Context: an optimization exercise on an open-source flow, tuned for small area. The choices shown serve that exercise and are no tape-out recipe. Only simulation tests tie the RTL to the original design; equivalence was not proved. No driver is modelled on the clock port, so clocking that relies on it looks cheaper here than on a real chip. Power is estimated from default activity; no workload was simulated.

==> module reg_file_rd_bit, before the edit <==
module reg_file_rd_bit (
  input  logic [31:1] sel,
  input  logic        nz,
  input  logic [31:1] q_n,
  output logic        y
);
  logic [9:0]  w_g;   
  for (genvar k = 0; k < 10; k++) begin : g_grp
    reg_file_aoi222 u_aoi (
      .s0(sel[3*k+1]), .d0(q_n[3*k+1]),
      .s1(sel[3*k+2]), .d1(q_n[3*k+2]),
      .s2(sel[3*k+3]), .d2(q_n[3*k+3]),
      .y(w_g[k])
    );
  end
  logic [2:0] w_t;   
  reg_file_nand4 u_t0 (.a(w_g[0]), .b(w_g[1]), .c(w_g[2]), .d(w_g[3]), .y(w_t[0]));
  reg_file_nand4 u_t1 (.a(w_g[4]), .b(w_g[5]), .c(w_g[6]), .d(w_g[7]), .y(w_t[1]));
  reg_file_nand3 u_t2 (.a(w_g[8]), .b(w_g[9]), .c(nz), .y(w_t[2]));
  reg_file_aoi2111 u_y (.a1(sel[31]), .a2(q_n[31]), .b1(w_t[0]), .c1(w_t[1]), .d1(w_t[2]), .y(y));
endmodule
==> module reg_file_nand3, before the edit <==
module reg_file_nand3 (
  input  logic a, b, c,
  output logic y
);
  assign y = ~(a & b & c);
endmodule
==> module reg_file_aoi2111, before the edit <==
module reg_file_aoi2111 (
  input  logic a1, a2, b1, c1, d1,
  output logic y
);
  assign y = ~((a1 & a2) | b1 | c1 | d1);
endmodule
clock: 8.0 ns
lec_check: 0
cap_margin: 20
core_margin: 2
core_utilization: 30
slew_margin: 20
synth_hierarchical: 1
standard.sh (not shown) runs the stock make flow with config.mk's settings and CLKGATE_MAP_FILE= SYNTH_SCRIPT=/design/flow/synth_recipe.tcl, a recipe that flattens the netlist after the stock synthesis.
==> flow/flow/run.sh <==
#!/bin/bash
# Standard ORFS layout with a leaner clock tree, minimum-size port buffers and a
# greedy downsizing pass after clock tree synthesis (flow/post_cts.tcl).
set -euo pipefail
export CTS_ARGS="-sink_clustering_enable -repair_clock_nets -dont_use_dummy_load -sink_buffer_max_cap_derate 1.0 -buf_list sky130_fd_sc_hd__clkbuf_8 -sink_clustering_size 24 -sink_clustering_max_diameter 45"
export BUFFER_PORTS_ARGS="-buffer_cell sky130_fd_sc_hd__buf_1"
export POST_CTS_TCL="$PWD/flow/post_cts.tcl"
bash standard.sh > standard.log 2>&1
Other scripts of this flow, unchanged in this note and not shown: flow/flow/downsize.tcl, flow/flow/post_cts.tcl
Next try:
--- a/flow/design.v
+++ b/flow/design.v
@@ -80,24 +80,25 @@
   input  logic [31:1] sel,
   input  logic        nz,
   input  logic [31:1] q_n,
   output logic        y
 );
-  logic [9:0]  w_g;   
+  logic [10:0] w_g;   
   for (genvar k = 0; k < 10; k++) begin : g_grp
     reg_file_aoi222 u_aoi (
       .s0(sel[3*k+1]), .d0(q_n[3*k+1]),
       .s1(sel[3*k+2]), .d1(q_n[3*k+2]),
       .s2(sel[3*k+3]), .d2(q_n[3*k+3]),
       .y(w_g[k])
     );
   end
+  reg_file_nand2 u_g10 (.a(sel[31]), .b(q_n[31]), .y(w_g[10]));
   logic [2:0] w_t;   
   reg_file_nand4 u_t0 (.a(w_g[0]), .b(w_g[1]), .c(w_g[2]), .d(w_g[3]), .y(w_t[0]));
   reg_file_nand4 u_t1 (.a(w_g[4]), .b(w_g[5]), .c(w_g[6]), .d(w_g[7]), .y(w_t[1]));
-  reg_file_nand3 u_t2 (.a(w_g[8]), .b(w_g[9]), .c(nz), .y(w_t[2]));
-  reg_file_aoi2111 u_y (.a1(sel[31]), .a2(q_n[31]), .b1(w_t[0]), .c1(w_t[1]), .d1(w_t[2]), .y(y));
+  reg_file_nand4 u_t2 (.a(w_g[8]), .b(w_g[9]), .c(w_g[10]), .d(nz), .y(w_t[2]));
+  reg_file_nor3 u_y (.a(w_t[0]), .b(w_t[1]), .c(w_t[2]), .y(y));
 endmodule
 module reg_file_aoi222 (
   input  logic s0, d0, s1, d1, s2, d2,
   output logic y
 );
@@ -125,21 +126,15 @@
   input  logic a, b, c, d,
   output logic y
 );
   assign y = ~(a & b & c & d);
 endmodule
-module reg_file_nand3 (
+module reg_file_nor3 (
   input  logic a, b, c,
   output logic y
 );
-  assign y = ~(a & b & c);
-endmodule
-module reg_file_aoi2111 (
-  input  logic a1, a2, b1, c1, d1,
-  output logic y
-);
-  assign y = ~((a1 & a2) | b1 | c1 | d1);
+  assign y = ~(a | b | c);
 endmodule
 module reg_file_inv (
   input  logic a,
   output logic y
 );
- The new run completed with no timing, DRC or antenna violations
- hold slack degrades by 110 ps
- power rose by about 0.37%
- wire length rose by about 5.4%
- sequential share of layout area fell by 0.36 points
- synthesized cell count rose by about 3%
- fmax fell by about 3%
- via count rose by about 2.5%
- area after synthesis does not change
- die area stays the same
- final cell count rose by about 1.8%
- global-route usage rose by 1.2 points
- worst setup slack degrades by 220 ps
- cell area rose by 0.53%
- first-iteration DRC count rose by about 12%

[port drivers added, routing unchanged]
The flow's constraints put no driver on any port. The routed layouts listed below were extracted and timed again, unchanged, in two steps. Step 1 (the two cells are an assumption about what drives the block):
set clk [get_ports {clock}]
set_driving_cell -lib_cell sky130_fd_sc_hd__clkbuf_16 $clk
set_driving_cell -lib_cell sky130_fd_sc_hd__buf_2 [delete_from_list [all_inputs] $clk]
Step 2, shift: input delay + t, output delay - t, t = (earliest + latest rising clock arrival at the registers) / 2. This alone moves slack from input paths to output paths. a / b / c = ideal / step 1 / step 2; a / b = the first two.
run | shift t [ns] | slack for setup (ns) | worst setup path at the end | pins driven straight from the clock port
the first run | 0.704 | 0.978 / 0.957 / 0.957 | input to output | 1
the second run | 0.684 | 0.759 / 0.734 / 0.734 | input to output | 1
After both steps setup and hold are still met in every run listed. For the second run, which loses most, drivers alone change the setup slack by -0.025 ns; drivers and shift together by -0.025 ns.
